Context: an optimization exercise on an open-source flow, tuned for a short achievable clock period and few clock cycles. The choices shown serve that exercise and are no tape-out recipe.
Function was checked by simulation only, so behaviour that the tests miss may differ from the original.
No activity file was given, so power comes from the tool's default toggle rates.

==> design/flow/design.v <==
package mips_pkg;
    typedef enum logic [3:0] {
        stFetch         = 4'd0,
        stDecode        = 4'd1,
        stMemAdr        = 4'd2,      
        stMemRead       = 4'd3,
        stMemWriteback  = 4'd4,
        stMemWrite      = 4'd5,
        stExecute       = 4'd6,      
        stAluWriteback  = 4'd7,
        stBranch        = 4'd8,
        stAddiExecute   = 4'd9,
        stAddiWriteback = 4'd10
    } stateT;
    typedef enum logic [5:0] {
        opRtype = 6'b000000,
        opLw    = 6'b100011,
        opSw    = 6'b101011,
        opBeq   = 6'b000100,
        opAddi  = 6'b001000
    } opcodeT;
    typedef enum logic [5:0] {
        fnAdd = 6'b100000,
        fnSub = 6'b100010,
        fnAnd = 6'b100100,
        fnOr  = 6'b100101,
        fnSlt = 6'b101010
    } functT;
    typedef enum logic [1:0] {
        aluOpAdd   = 2'b00,
        aluOpSub   = 2'b01,
        aluOpFunct = 2'b10       
    } aluOpT;
    typedef enum logic [2:0] {
        aluAnd = 3'b000,
        aluOr  = 3'b001,
        aluAdd = 3'b010,
        aluSub = 3'b110,
        aluSlt = 3'b111
    } aluCtrlT;
    typedef enum logic [1:0] {
        srcBReg      = 2'b00,
        srcBFour     = 2'b01,
        srcBImm      = 2'b10,
        srcBImmShift = 2'b11     
    } srcBSelT;
endpackage
`timescale 1ns/1ps
module controlFsm (
    input  logic    Clk,
    input  logic    Reset,
    input  mips_pkg::opcodeT  Opcode,
    output logic    IorD,
    output logic    IRWrite,
    output logic    PCWrite,
    output logic    Branch,
    output logic    PCSrc,
    output logic    RegDst,
    output logic    MemtoReg,
    output logic    RegWrite,
    output logic    MemWrite,
    output logic    ALUSrcA,
    output mips_pkg::srcBSelT ALUSrcB,
    output mips_pkg::aluOpT   AluOp
);
    mips_pkg::stateT state, nextState;
    always_ff @(posedge Clk or posedge Reset) begin
        if (Reset) begin
            state <= mips_pkg::stFetch;
        end else begin
            state <= nextState;
        end
    end
    always_comb begin
        case (state)
            mips_pkg::stFetch:  nextState = mips_pkg::stDecode;
            mips_pkg::stDecode: begin
                case (Opcode)
                    mips_pkg::opLw, mips_pkg::opSw: nextState = mips_pkg::stMemAdr;
                    mips_pkg::opRtype:    nextState = mips_pkg::stExecute;
                    mips_pkg::opBeq:      nextState = mips_pkg::stBranch;
                    mips_pkg::opAddi:     nextState = mips_pkg::stAddiExecute;
                    default:    nextState = mips_pkg::stFetch;     
                endcase
            end
            mips_pkg::stMemAdr: begin
                if (Opcode == mips_pkg::opLw) begin
                    nextState = mips_pkg::stMemRead;
                end else if (Opcode == mips_pkg::opSw) begin
                    nextState = mips_pkg::stMemWrite;
                end else begin
                    nextState = mips_pkg::stFetch;
                end
            end
            mips_pkg::stMemRead:     nextState = mips_pkg::stMemWriteback;
            mips_pkg::stExecute:     nextState = mips_pkg::stAluWriteback;
            mips_pkg::stAddiExecute: nextState = mips_pkg::stAddiWriteback;
            default:       nextState = mips_pkg::stFetch;    
        endcase
    end
    always_comb begin
        IorD     = 1'b0;
        IRWrite  = 1'b0;
        PCWrite  = 1'b0;
        Branch   = 1'b0;
        PCSrc    = 1'b0;
        RegDst   = 1'b0;
        MemtoReg = 1'b0;
        RegWrite = 1'b0;
        MemWrite = 1'b0;
        ALUSrcA  = 1'b0;
        ALUSrcB  = mips_pkg::srcBReg;
        AluOp    = mips_pkg::aluOpAdd;
        case (state)
            mips_pkg::stFetch: begin
                IRWrite = 1'b1;
                PCWrite = 1'b1;          
                ALUSrcB = mips_pkg::srcBFour;
            end
            mips_pkg::stDecode: begin
                ALUSrcB = mips_pkg::srcBImmShift;  
            end
            mips_pkg::stMemAdr, mips_pkg::stAddiExecute: begin
                ALUSrcA = 1'b1;
                ALUSrcB = mips_pkg::srcBImm;
            end
            mips_pkg::stMemRead: IorD = 1'b1;
            mips_pkg::stMemWriteback: begin
                MemtoReg = 1'b1;
                RegWrite = 1'b1;         
            end
            mips_pkg::stMemWrite: begin
                IorD     = 1'b1;
                MemWrite = 1'b1;
            end
            mips_pkg::stExecute: begin
                ALUSrcA = 1'b1;
                AluOp   = mips_pkg::aluOpFunct;
            end
            mips_pkg::stAluWriteback: begin
                RegDst   = 1'b1;         
                RegWrite = 1'b1;
            end
            mips_pkg::stBranch: begin
                ALUSrcA = 1'b1;
                AluOp   = mips_pkg::aluOpSub;
                Branch  = 1'b1;
                PCSrc   = 1'b1;
            end
            mips_pkg::stAddiWriteback: RegWrite = 1'b1;
            default: ;
        endcase
    end
endmodule
`timescale 1ns/1ps
module programCounter (
    input  logic                   Clk,
    input  logic                   Reset,
    input  logic                   PCWrite,
    input  logic                   Branch,
    input  logic                   PCSrc,
    input  logic                   Zero,
    input  logic [32-1:0] AluResult,
    input  logic [32-1:0] AluOut,
    output logic [32-1:0] Pc
);
    logic [32-1:0] pcNext;
    logic                   pcEn;
    assign pcNext = PCSrc ? AluOut : AluResult;
    assign pcEn = PCWrite | (Branch & Zero);
    always_ff @(posedge Clk or posedge Reset) begin
        if (Reset) begin
            Pc <= '0;                
        end else if (pcEn) begin
            Pc <= pcNext;
        end
    end
endmodule
`timescale 1ns/1ps
module registerFile (
    input  logic                       Clk,
    input  logic                       RegWrite,
    input  logic [5-1:0] ReadAdr1,
    input  logic [5-1:0] ReadAdr2,
    input  logic [5-1:0] WriteAdr,
    input  logic [32-1:0]     WriteData,
    output logic [32-1:0]     ReadData1,
    output logic [32-1:0]     ReadData2
);
    logic [32-1:0] regs [32];
    always_ff @(posedge Clk) begin
        if (RegWrite) begin
            regs[WriteAdr] <= WriteData;     
        end
    end
    assign ReadData1 = (ReadAdr1 != '0) ? regs[ReadAdr1] : '0;
    assign ReadData2 = (ReadAdr2 != '0) ? regs[ReadAdr2] : '0;
endmodule
`timescale 1ns/1ps
module aluUnit (
    input  mips_pkg::aluOpT                  AluOp,
    input  mips_pkg::functT                  Funct,
    input  logic [32-1:0] SrcA,
    input  logic [32-1:0] SrcB,
    output logic [32-1:0] AluResult,
    output logic                   Zero
);
    mips_pkg::aluCtrlT                aluCtrl;
    logic                   subtract;
    logic [32-1:0] srcBMod;
    logic [32-1:0] sum;
    always_comb begin
        case (AluOp)
            mips_pkg::aluOpAdd: aluCtrl = mips_pkg::aluAdd;
            mips_pkg::aluOpSub: aluCtrl = mips_pkg::aluSub;
            default: begin
                case (Funct)
                    mips_pkg::fnSub:   aluCtrl = mips_pkg::aluSub;
                    mips_pkg::fnAnd:   aluCtrl = mips_pkg::aluAnd;
                    mips_pkg::fnOr:    aluCtrl = mips_pkg::aluOr;
                    mips_pkg::fnSlt:   aluCtrl = mips_pkg::aluSlt;
                    default: aluCtrl = mips_pkg::aluAdd;   
                endcase
            end
        endcase
    end
    assign subtract = (aluCtrl == mips_pkg::aluSub) || (aluCtrl == mips_pkg::aluSlt);
    assign srcBMod  = subtract ? ~SrcB : SrcB;
    assign sum      = SrcA + srcBMod + 32'(subtract);
    always_comb begin
        case (aluCtrl)
            mips_pkg::aluAnd:  AluResult = SrcA & SrcB;
            mips_pkg::aluOr:   AluResult = SrcA | SrcB;
            mips_pkg::aluSlt:  AluResult = {{(32-1){1'b0}}, sum[32-1]};   
            default: AluResult = sum;
        endcase
    end
    assign Zero = (AluResult == '0);
endmodule
`timescale 1ns/1ps
module datapath (
    input  logic                   Clk,
    input  logic                   Reset,
    input  logic                   IorD,
    input  logic                   IRWrite,
    input  logic                   PCWrite,
    input  logic                   Branch,
    input  logic                   PCSrc,
    input  logic                   RegDst,
    input  logic                   MemtoReg,
    input  logic                   RegWrite,
    input  logic                   ALUSrcA,
    input  mips_pkg::srcBSelT                ALUSrcB,
    input  mips_pkg::aluOpT                  AluOp,
    input  logic [32-1:0] ReadData,
    output logic [32-1:0] Adr,
    output logic [32-1:0] WriteData,
    output mips_pkg::opcodeT                 Opcode
);
    logic [32-1:0]     instr;
    logic [32-1:0]     dataReg;
    logic [32-1:0]     aReg;
    logic [32-1:0]     bReg;
    logic [32-1:0]     aluOut;
    logic [32-1:0]     pc;
    logic [32-1:0]     rd1;
    logic [32-1:0]     rd2;
    logic [5-1:0] writeReg;
    logic [32-1:0]     regWriteData;
    logic [32-1:0]     signImm;
    logic [32-1:0]     srcA;
    logic [32-1:0]     srcB;
    logic [32-1:0]     aluResult;
    logic                       zero;
    always_ff @(posedge Clk) begin
        if (IRWrite) begin
            instr <= ReadData;
        end
    end
    always_ff @(posedge Clk) begin
        dataReg <= ReadData;
        aReg    <= rd1;
        bReg    <= rd2;
        aluOut  <= aluResult;
    end
    assign Opcode = mips_pkg::opcodeT'(instr[31:26]);
    assign writeReg     = RegDst ? instr[15:11] : instr[20:16];
    assign regWriteData = MemtoReg ? dataReg : aluOut;
    registerFile regFile (
        .Clk       (Clk),
        .RegWrite  (RegWrite),
        .ReadAdr1  (instr[25:21]),
        .ReadAdr2  (instr[20:16]),
        .WriteAdr  (writeReg),
        .WriteData (regWriteData),
        .ReadData1 (rd1),
        .ReadData2 (rd2)
    );
    assign signImm = {{(32-16){instr[15]}}, instr[15:0]};
    assign srcA = ALUSrcA ? aReg : pc;
    always_comb begin
        case (ALUSrcB)
            mips_pkg::srcBReg:      srcB = bReg;
            mips_pkg::srcBFour:     srcB = 32'(4);
            mips_pkg::srcBImm:      srcB = signImm;
            mips_pkg::srcBImmShift: srcB = {signImm[32-3:0], 2'b00};
        endcase
    end
    aluUnit alu (
        .AluOp     (AluOp),
        .Funct     (mips_pkg::functT'(instr[5:0])),
        .SrcA      (srcA),
        .SrcB      (srcB),
        .AluResult (aluResult),
        .Zero      (zero)
    );
    programCounter pcReg (
        .Clk       (Clk),
        .Reset     (Reset),
        .PCWrite   (PCWrite),
        .Branch    (Branch),
        .PCSrc     (PCSrc),
        .Zero      (zero),
        .AluResult (aluResult),
        .AluOut    (aluOut),
        .Pc        (pc)
    );
    assign Adr       = IorD ? aluOut : pc;
    assign WriteData = bReg;
endmodule
`timescale 1ns/1ps
module mipsMulti (
    input  logic                   Clk,
    input  logic                   Reset,
    input  logic [32-1:0] ReadData,
    output logic [32-1:0] Adr,
    output logic [32-1:0] WriteData,
    output logic                   MemWrite
);
    logic    iorD, irWrite, pcWrite, branch, pcSrc;
    logic    regDst, memtoReg, regWrite, aluSrcA;
    mips_pkg::srcBSelT aluSrcB;
    mips_pkg::aluOpT   aluOp;
    mips_pkg::opcodeT  opcode;
    controlFsm ctrl (
        .Clk      (Clk),
        .Reset    (Reset),
        .Opcode   (opcode),
        .IorD     (iorD),
        .IRWrite  (irWrite),
        .PCWrite  (pcWrite),
        .Branch   (branch),
        .PCSrc    (pcSrc),
        .RegDst   (regDst),
        .MemtoReg (memtoReg),
        .RegWrite (regWrite),
        .MemWrite (MemWrite),        
        .ALUSrcA  (aluSrcA),
        .ALUSrcB  (aluSrcB),
        .AluOp    (aluOp)
    );
    datapath dp (
        .Clk       (Clk),
        .Reset     (Reset),
        .IorD      (iorD),
        .IRWrite   (irWrite),
        .PCWrite   (pcWrite),
        .Branch    (branch),
        .PCSrc     (pcSrc),
        .RegDst    (regDst),
        .MemtoReg  (memtoReg),
        .RegWrite  (regWrite),
        .ALUSrcA   (aluSrcA),
        .ALUSrcB   (aluSrcB),
        .AluOp     (aluOp),
        .ReadData  (ReadData),
        .Adr       (Adr),
        .WriteData (WriteData),
        .Opcode    (opcode)
    );
endmodule
==> design/flow/run.sh <==
#!/bin/bash
# synth_recipe.tcl (not shown) runs the flow's synth.tcl, then flattens the netlist and writes it again
# the make line also repeats each setting of config.mk as NAME=value (left out here)
make -C /OpenROAD-flow-scripts/flow DESIGN_CONFIG=/design/flow/config.mk WORK_HOME=/design/flow/orfs CLKGATE_MAP_FILE= SYNTH_SCRIPT=/design/flow/synth_recipe.tcl finish
==> design/flow/config.mk <==
export PLATFORM = sky130hd
export DESIGN_NAME = mipsMulti
export DESIGN_NICKNAME = mipsMulti
export VERILOG_FILES = /design/flow/design.v
export SDC_FILE = /design/flow/constraint.sdc
export NUM_CORES = 4
export LEC_CHECK = 0
export CAP_MARGIN = 20
export CORE_MARGIN = 2
export CORE_UTILIZATION = 40
export SLEW_MARGIN = 20
==> design/flow/constraint.sdc <==
create_clock -name core_clock -period 7.5 [get_ports {Clk}]
set_input_delay 1.5000 -clock core_clock [delete_from_list [all_inputs] [get_ports {Clk}]]
set_output_delay 1.5000 -clock core_clock [all_outputs]
set_load 0.01 [all_outputs]
==> results_dict.tcl <==
set metrics [dict create \
    die_height_um 383 \
    fill_cells 12000 \
    cts_resized 0 \
    area_growth_pct 13.4 \
    cts_buffer_depth 3 \
    antenna_found_initial 5 \
    synthTopCellsByArea "edfxtp_1 55%, mux4_2 21%, dfxtp_1 4.5%" \
    maxSlewHeadroom_pct 22.4 \
    dieArea_um2 147000 \
    vdd_drop_max_v 0.000301 \
    r2r_slack_ns 1.03 \
    num_rows 139 \
    overflow 0 \
    grt_max_degree 120 \
    async_flop_share_pct 2.95 \
    holdWs_ns 0.537 \
    synth_area_per_cell_um2 17.8 \
    final_area_um2 65200 \
    h-tree-depth 3 \
    clkTransAtPathRegs_ns 0.06 \
    hold_viol 0 \
    hold_depth 1 \
    cts_tree "done" \
    clock.fmax_mhz 155 \
    instances_no_fill 5317 \
    min-delay-start "dp.pcReg.Pc[29]" \
    drc 0 \
    dp_hpwl_um 110000 \
    arrival_ns 7.11 \
    finalSetupTns_ns 0 \
    synth_fp_nets 3300 \
    status "no timing/DRC/antenna violations" \
    syn_inst 3231 \
    p_leak_nw 21.4 \
    layout-drive-gt1-share_pct 31.0 \
    min_period_ns 6.47 \
    worstSetupPathType "reg2reg" \
    yosysTopAreaCellShare_pct 55.1 \
    hp-class "reg2reg" \
    rsz0062_at_grt "false" \
    cp-startpoint "ctrl.state[1]" \
    numCtsBuffers 121 \
    startpoint_type "register" \
    ctsHoldBuffers 0 \
    synth_cell_types 79 \
    clkLatencyLatePin_ns 0.77 \
    placed_cells 5088 \
    vias 34000 \
    setup_viol 0 \
    setup_ws_ns 1.03 \
    ys_seq_elements 1220 \
    worstRegToRegCells 20 \
    post-cts-setup-buffers 0 \
    crit_required_ns 8.14 \
    yosys_warnings 5 \
    end_kind "register" \
    cap_violations 0 \
    r2r-start "ctrl.state[1]" \
    dieWidth_um 383 \
    post-route-util_pct 45.6 \
    totalPowerFinal_mw 30.1 \
    placed_area_um2 61100 \
    finClkSkew_ns 0.0394 \
    wl_per_cell_um 35.0 \
    firstDrtPassIters 5 \
    port_buffers 98 \
    gp_congestion 1.01 \
    drv_slew 0 \
    start_util_pct 40.2 \
    grt_first_pass_wirelength_um 261000 \
    synth_top_cell_by_area "edfxtp_1" \
    ys.flop_type "edfxtp_1" \
    cts.sink_count 1220 \
    synth_area_um2 57500 \
    synth_edf_count 1056 \
    grt_pass1_vias 33900 \
    vias_per_cell 6.40 \
    wirelength_um 186000 \
    crit_fanout 27 \
    track_usage_pct 25.3 \
    core-area_um2 143000 \
    reg2reg_to "dp.pcReg.Pc[11]" \
    min_to "dp.pcReg.Pc[29]" \
    ant_nets 0 \
    finalCritPeriodShare_pct 86.3 \
    ios 99 \
    clockRootBuffer "clkbuf_16" \
    ys_seq_area_share_pct 61.1 \
    powerDensity_nw_per_um2 461 \
    post-place-ws_ns 1.13 \
    nNetsFinal 3379 \
    tightest_slew_ns 1.16 \
    drtIter0Drc 4612 \
]
[how the worst max path moves through the flow]
stage / end / cells after the start
3_5_place_dp: dp.pcReg.Pc[11] / 20
2_1_floorplan: dp.pcReg.Pc[0] / 26
6_report: dp.pcReg.Pc[11] / 20
3_3_place_gp: dp.pcReg.Pc[12] / 20
4_1_cts: dp.pcReg.Pc[11] / 20
5_1_grt: dp.pcReg.Pc[11] / 20
[area by class of cell]
cell class	count	area (µm²)	area share, %
inverter	24	90.1	0.138
sequential	1220	35200	53.9
clock inverter	75	727	1.11
tap	1903	2380	3.65
multi-input combinational	1749	21700	33.2
timing repair buffer	194	1890	2.90
clock buffer	151	3280	5.03
antenna	1	2.50	0.00384
[synthesized netlist by cell type, types with 36 or more instances]
cell,number
edfxtp_1,1056
mux4_2,524
mux2i_1,172
mux2_2,164
clkbuf_1,161
nor2_1,157
dfxtp_1,128
a21oi_1,95
buf_1,68
nand2_1,67
o21ai_0,45
o22ai_1,42
dfrtp_1,36
[state kept, by name, indices dropped and copies added, names as in the netlist]
register,cells
dp.instr,32
ctrl.state,4
dp.regFile.regs,1024
dp.dataReg,32
dp.bReg,32
dp.pcReg.Pc,32
dp.aReg,32
dp.aluOut,32
[per-layer routing]
layer	GRT usage, %	vias to the layer above	routed length (µm)
met3	4.52	288	18100
met4	6.86	0	4590
met5	0	-	0
li1	-	13700	-
met2	39.1	1821	85700
met1	36.8	18300	77500
[placed cells by master (no fill, tap or decap), drive strengths merged, types with 24 or more instances in the layout]
master and n:
o221ai 34, o21ai 52, nor2 157, a221oi 30
o22ai 42, xor2 33, mux2i 172, ha 34
dfrtp 36, buf 96, mux2 196, nand2 67
inv 29, clkinv 51, a211o 24, a21oi 96
clkdlybuf4s50 98, dfxtp 128, clkbuf 151, nor3 34
edfxtp 1056, mux4 524
[power breakdown]
part           leakage, nW  switching [mW]  total, mW  internal [mW]
logic                 8.45            8.21       14.2           6.02
clock network         1.97            2.67       6.18           3.51
registers             11.0           0.722       9.67           8.95
total                 21.4            11.6       30.1           18.5
[worst max-delay path, stage by stage (launching register included)]
cell,delay [ns]
dfrtp_1,0.51
inv_1,0.11
ha_1,0.34
nor3b_1,0.25
or3_1,0.56
buf_4,0.34
a21oi_1,0.13
xor2_1,0.17
ha_1,0.52
nand4_1,0.21
or3_1,0.46
a2111oi_0,0.40
o31ai_1,0.25
a31o_1,0.35
xor2_1,0.14
o22ai_1,0.13
a2111o_1,0.41
nor4_2,0.26
a21oi_4,0.19
buf_12,0.24
mux2_1,0.34
[cells by family after synthesis]
logic type | after synthesis | share of synthesized area (%)
adder cells (fa/ha/maj) | 49 | 1.02
multiplexers | 892 | 27.5
flip-flops | 1220 | 61.1
AO/OA/AOI/OAI | 399 | 4.82
buffers and inverters | 262 | 1.77
XOR/XNOR | 56 | 0.853
AND/OR/NAND/NOR | 353 | 2.88
Testbench counts, summed over its fixed seeds: cycles 98,512.

## separate check: timing with driven ports
Ports are ideal in the flow. The routed layout listed here was re-timed in OpenROAD.
Step 1, drivers: a clkbuf_16 drives Clk and a buf_2 each remaining input, both assumed.
Step 2 times the ports against the registers' clock, not the clock port: input delays grow and output delays shrink by t, the midpoint of the rising clock arrivals with the driver on.
a / b / c = ideal / step 1 / step 2; a / b = the first two.
t, ns: 0.833
setup WS [ns]: 1.030 / 1.030 / 1.030
worst hold slack (ns): 0.537 / 0.537 / 0.537
latest minus earliest clock arrival (ns): 0.045 / 0.045
worst slew at a driven data input, ns: 0.07
After both steps setup and hold are still met in this run. The setup slack of this run moves by 0.000 ns with the drivers and by 0.000 ns with both steps.
